Source: an optimization exercise on an open RTL-to-GDS flow (aim: small area and a short achievable clock period). Production flows keep margins and buffers that such runs may drop.
No activity file was given, so power comes from the tool's default toggle rates.

Setup of job 103:
Design stream_fifo_top, start of the top module:
module stream_fifo_top (
	input wire logic okClk,
	input wire logic arst_n,
	input wire logic sample_write,
	input wire logic [15:0] sample_in,
	input wire logic host_read,
	output logic [31:0] host_data,
	output logic [31:0] fill_words
);
==> module stream_fifo_top, before the edit <==
module stream_fifo_top (
	input wire logic okClk,
	input wire logic arst_n,
	input wire logic sample_write,
	input wire logic [15:0] sample_in,
	input wire logic host_read,
	output logic [31:0] host_data,
	output logic [31:0] fill_words
);
	logic [1:0] pk_held;    
	logic beat;             
	logic [6:0] count;      
	logic [6:0] count_up;   
	logic [6:0] count_dn;   
	logic fetch_v;          
	logic [1:0] up_held;    
	logic up_empty;         
	logic pending;          
	logic [15:0] wsel_lo;
	logic [15:0] wsel_hi;
	logic [6:0] rw;         
	logic [7:0] sel_lo;     
	logic [7:0] sel_hi;     
	logic [31:0] host_q;
	logic [8:0] fill_q;
	logic [15:0] mem [256];
	logic [63:0] line_q;
	logic [63:0] grp_rd [8];
	logic [63:0] line_rd;
	logic wanted, do_write, do_read, rd_ok;
	logic [8:0] fill_next;
	assign wanted = up_empty && !pending;
	assign do_write = beat;
	assign do_read = wanted && (count != 7'd0);
	assign rd_ok = host_read && !up_empty && !fetch_v;
	assign fill_next = {7'd0, pk_held} + {count, 2'b00} + {6'd0, up_held, 1'b0} + {6'd0, fetch_v, 2'b00};
	always_ff @(posedge okClk or negedge arst_n) begin
		if (!arst_n) begin
			pk_held <= 2'd0;
			beat <= 1'b0;
			count <= 7'd0;
			count_up <= 7'd1;
			count_dn <= 7'h7f;
			fetch_v <= 1'b0;
			up_held <= 2'd0;
			up_empty <= 1'b1;
			pending <= 1'b1;
			wsel_lo <= 16'd1;
			wsel_hi <= 16'd1;
			rw <= 7'd0;
			host_q <= 32'd0;
			fill_q <= 9'd0;
		end else begin
			beat <= sample_write && (pk_held == 2'd3);
			if (sample_write) pk_held <= pk_held + 2'd1;
			case ({do_write, do_read})
				2'b10: begin
					count <= count_up;
					count_up <= count_up + 7'd1;
					count_dn <= count;
				end
				2'b01: begin
					count <= count_dn;
					count_up <= count;
					count_dn <= count_dn - 7'd1;
				end
				default: ;
			endcase
			fetch_v <= do_read;
			pending <= wanted;
			if (fetch_v) begin
				up_held <= 2'd2;
				up_empty <= 1'b0;
			end else if (rd_ok) begin
				up_held <= up_held - 2'd1;
				up_empty <= (up_held == 2'd1);
				host_q <= rw[0] ? line_q[63:32] : line_q[31:0];
				rw <= rw + 7'd1;
			end
			if (sample_write) begin
				wsel_lo <= {wsel_lo[14:0], wsel_lo[15]};
				if (wsel_lo[15]) wsel_hi <= {wsel_hi[14:0], wsel_hi[15]};
			end
			fill_q <= fill_next;
		end
	end
	always_ff @(posedge okClk) begin
		for (int k = 0; k < 256; k++) begin
			if (sample_write && wsel_hi[k / 16] && wsel_lo[k % 16]) mem[k] <= sample_in;
		end
		for (int i = 0; i < 8; i++) begin
			sel_lo[i] <= (rw[3:1] == 3'(i));
			sel_hi[i] <= (rw[6:4] == 3'(i));
		end
		line_q <= line_rd;
	end
	always_comb begin
		for (int g = 0; g < 8; g++) begin
			grp_rd[g] = '0;
			for (int i = 0; i < 8; i++) begin
				grp_rd[g] = grp_rd[g] | ({64{sel_lo[i]}} &
					{mem[{3'(g), 3'(i), 2'd3}], mem[{3'(g), 3'(i), 2'd2}], mem[{3'(g), 3'(i), 2'd1}], mem[{3'(g), 3'(i), 2'd0}]});
			end
		end
		line_rd = '0;
		for (int g = 0; g < 8; g++) begin
			line_rd = line_rd | ({64{sel_hi[g]}} & grp_rd[g]);
		end
	end
	assign host_data = host_q;
	assign fill_words = {23'd0, fill_q};
endmodule
Settings: LEC_CHECK=0, CAP_MARGIN=20, CORE_MARGIN=2, CORE_UTILIZATION=40, CTS_CLUSTER_DIAMETER=100, CTS_CLUSTER_SIZE=30, SETUP_SLACK_MARGIN=2.0, SLEW_MARGIN=20, SYNTH_MEMORY_MAX_BITS=8192; clock period 4.5 ns.
run.sh (not shown) runs the stock make flow with config.mk's settings and CLKGATE_MAP_FILE= SYNTH_SCRIPT=/design/flow/synth_recipe.tcl, a recipe that flattens the netlist after the stock synthesis.
What job 101 does differently from job 103 at the input level:
==> flow/design.v, changed modules only <==
module stream_fifo_top (
	input wire logic okClk,
	input wire logic arst_n,
	input wire logic sample_write,
	input wire logic [15:0] sample_in,
	input wire logic host_read,
	output logic [31:0] host_data,
	output logic [31:0] fill_words
);
	logic [1:0] pk_held;    
	logic beat;             
	logic [6:0] count;      
	logic fetch_v;          
	logic [1:0] up_held;    
	logic pending;          
	logic [15:0] wsel_lo;
	logic [15:0] wsel_hi;
	logic [6:0] rw;         
	logic [7:0] sel_lo;     
	logic [7:0] sel_hi;     
	logic [31:0] host_q;
	logic [8:0] fill_q;
	logic [15:0] mem [256];
	logic [63:0] line_q;
	logic [63:0] grp_rd [8];
	logic [63:0] line_rd;
	logic wanted, do_write, do_read, rd_ok;
	logic [8:0] fill_next;
	assign wanted = (up_held == 2'd0) && !pending;
	assign do_write = beat && (count != 7'd64);
	assign do_read = wanted && (count != 7'd0);
	assign rd_ok = host_read && (up_held != 2'd0) && !fetch_v;
	assign fill_next = {7'd0, pk_held} + {count, 2'b00} + {6'd0, up_held, 1'b0} + {6'd0, fetch_v, 2'b00};
	always_ff @(posedge okClk or negedge arst_n) begin
		if (!arst_n) begin
			pk_held <= 2'd0;
			beat <= 1'b0;
			count <= 7'd0;
			fetch_v <= 1'b0;
			up_held <= 2'd0;
			pending <= 1'b1;
			wsel_lo <= 16'd1;
			wsel_hi <= 16'd1;
			rw <= 7'd0;
			host_q <= 32'd0;
			fill_q <= 9'd0;
		end else begin
			beat <= sample_write && (pk_held == 2'd3);
			if (sample_write) pk_held <= pk_held + 2'd1;
			case ({do_write, do_read})
				2'b10: count <= count + 7'd1;
				2'b01: count <= count - 7'd1;
				default: count <= count;
			endcase
			fetch_v <= do_read;
			pending <= wanted;
			if (fetch_v) begin
				up_held <= 2'd2;
			end else if (rd_ok) begin
				up_held <= up_held - 2'd1;
				host_q <= rw[0] ? line_q[63:32] : line_q[31:0];
				rw <= rw + 7'd1;
			end
			if (sample_write) begin
				wsel_lo <= {wsel_lo[14:0], wsel_lo[15]};
				if (wsel_lo[15]) wsel_hi <= {wsel_hi[14:0], wsel_hi[15]};
			end
			fill_q <= fill_next;
		end
	end
	always_ff @(posedge okClk) begin
		for (int k = 0; k < 256; k++) begin
			if (sample_write && wsel_hi[k / 16] && wsel_lo[k % 16]) mem[k] <= sample_in;
		end
		for (int i = 0; i < 8; i++) begin
			sel_lo[i] <= (rw[3:1] == 3'(i));
			sel_hi[i] <= (rw[6:4] == 3'(i));
		end
		line_q <= line_rd;
	end
	always_comb begin
		for (int g = 0; g < 8; g++) begin
			grp_rd[g] = '0;
			for (int i = 0; i < 8; i++) begin
				grp_rd[g] = grp_rd[g] | ({64{sel_lo[i]}} &
					{mem[{3'(g), 3'(i), 2'd3}], mem[{3'(g), 3'(i), 2'd2}], mem[{3'(g), 3'(i), 2'd1}], mem[{3'(g), 3'(i), 2'd0}]});
			end
		end
		line_rd = '0;
		for (int g = 0; g < 8; g++) begin
			line_rd = line_rd | ({64{sel_hi[g]}} & grp_rd[g]);
		end
	end
	assign host_data = host_q;
	assign fill_words = {23'd0, fill_q};
endmodule
Findings:
Summary — clock power share, job 101 relative to job 103: lower, by 0.4 points.
In the final reports, the cell area of job 101 is smaller than that of job 103.
Diff job 101..job 103 | delay of the slowest cell on the worst path | negligible
Between job 101 and job 103, switching share of power is lower for job 103, job 101 comes in above that.
The wire length on met1 in job 101 sits 0.57% above the value recorded for job 103.
Between job 101 and job 103, it is job 101 whose worst setup slack is higher, by 14 ps.
Post-layout total power essentially unchanged between job 103 and job 101.
Comparing job 101 and job 103, the lower cell count was measured on job 101.
Share of post-route cells with drive strength above 1 essentially unchanged between job 101 and job 103.
Job 101: length of routed met2 wiring 1.5% above job 103
No run of this note included a check of the RTL's function; only the layout flow was run.

## static timing again, ports no longer ideal
No port has a modelled driver above. Below, the same layouts with a new extraction and two added sets of constraints. Step 1: set_driving_cell puts a clkbuf_16 on okClk and a buf_2 on each other input, an assumption about the parent block. Step 2 times the ports against the registers' clock, not the clock port: input delays grow and output delays shrink by t, the midpoint of the rising clock arrivals with the driver on. a / b / c = no drivers / after step 1 / after step 2; a / b = the first two.
run	shift t [ns]	setup WS [ns]	hold WS [ns]	worst register clock-pin slew, ns	worst slew at a driven data input, ns
job 103	1.009	1.920 / 1.874 / 1.314	0.009 / -0.065 / 0.439	0.12 / 0.12	0.09
job 101	1.008	1.934 / 1.868 / 1.207	0.453 / 0.430 / 0.453	0.12 / 0.12	0.10
After both steps setup and hold are still met in every run listed. The setup slack of job 101, which loses most, moves by -0.066 ns with the drivers and by -0.727 ns with both steps.
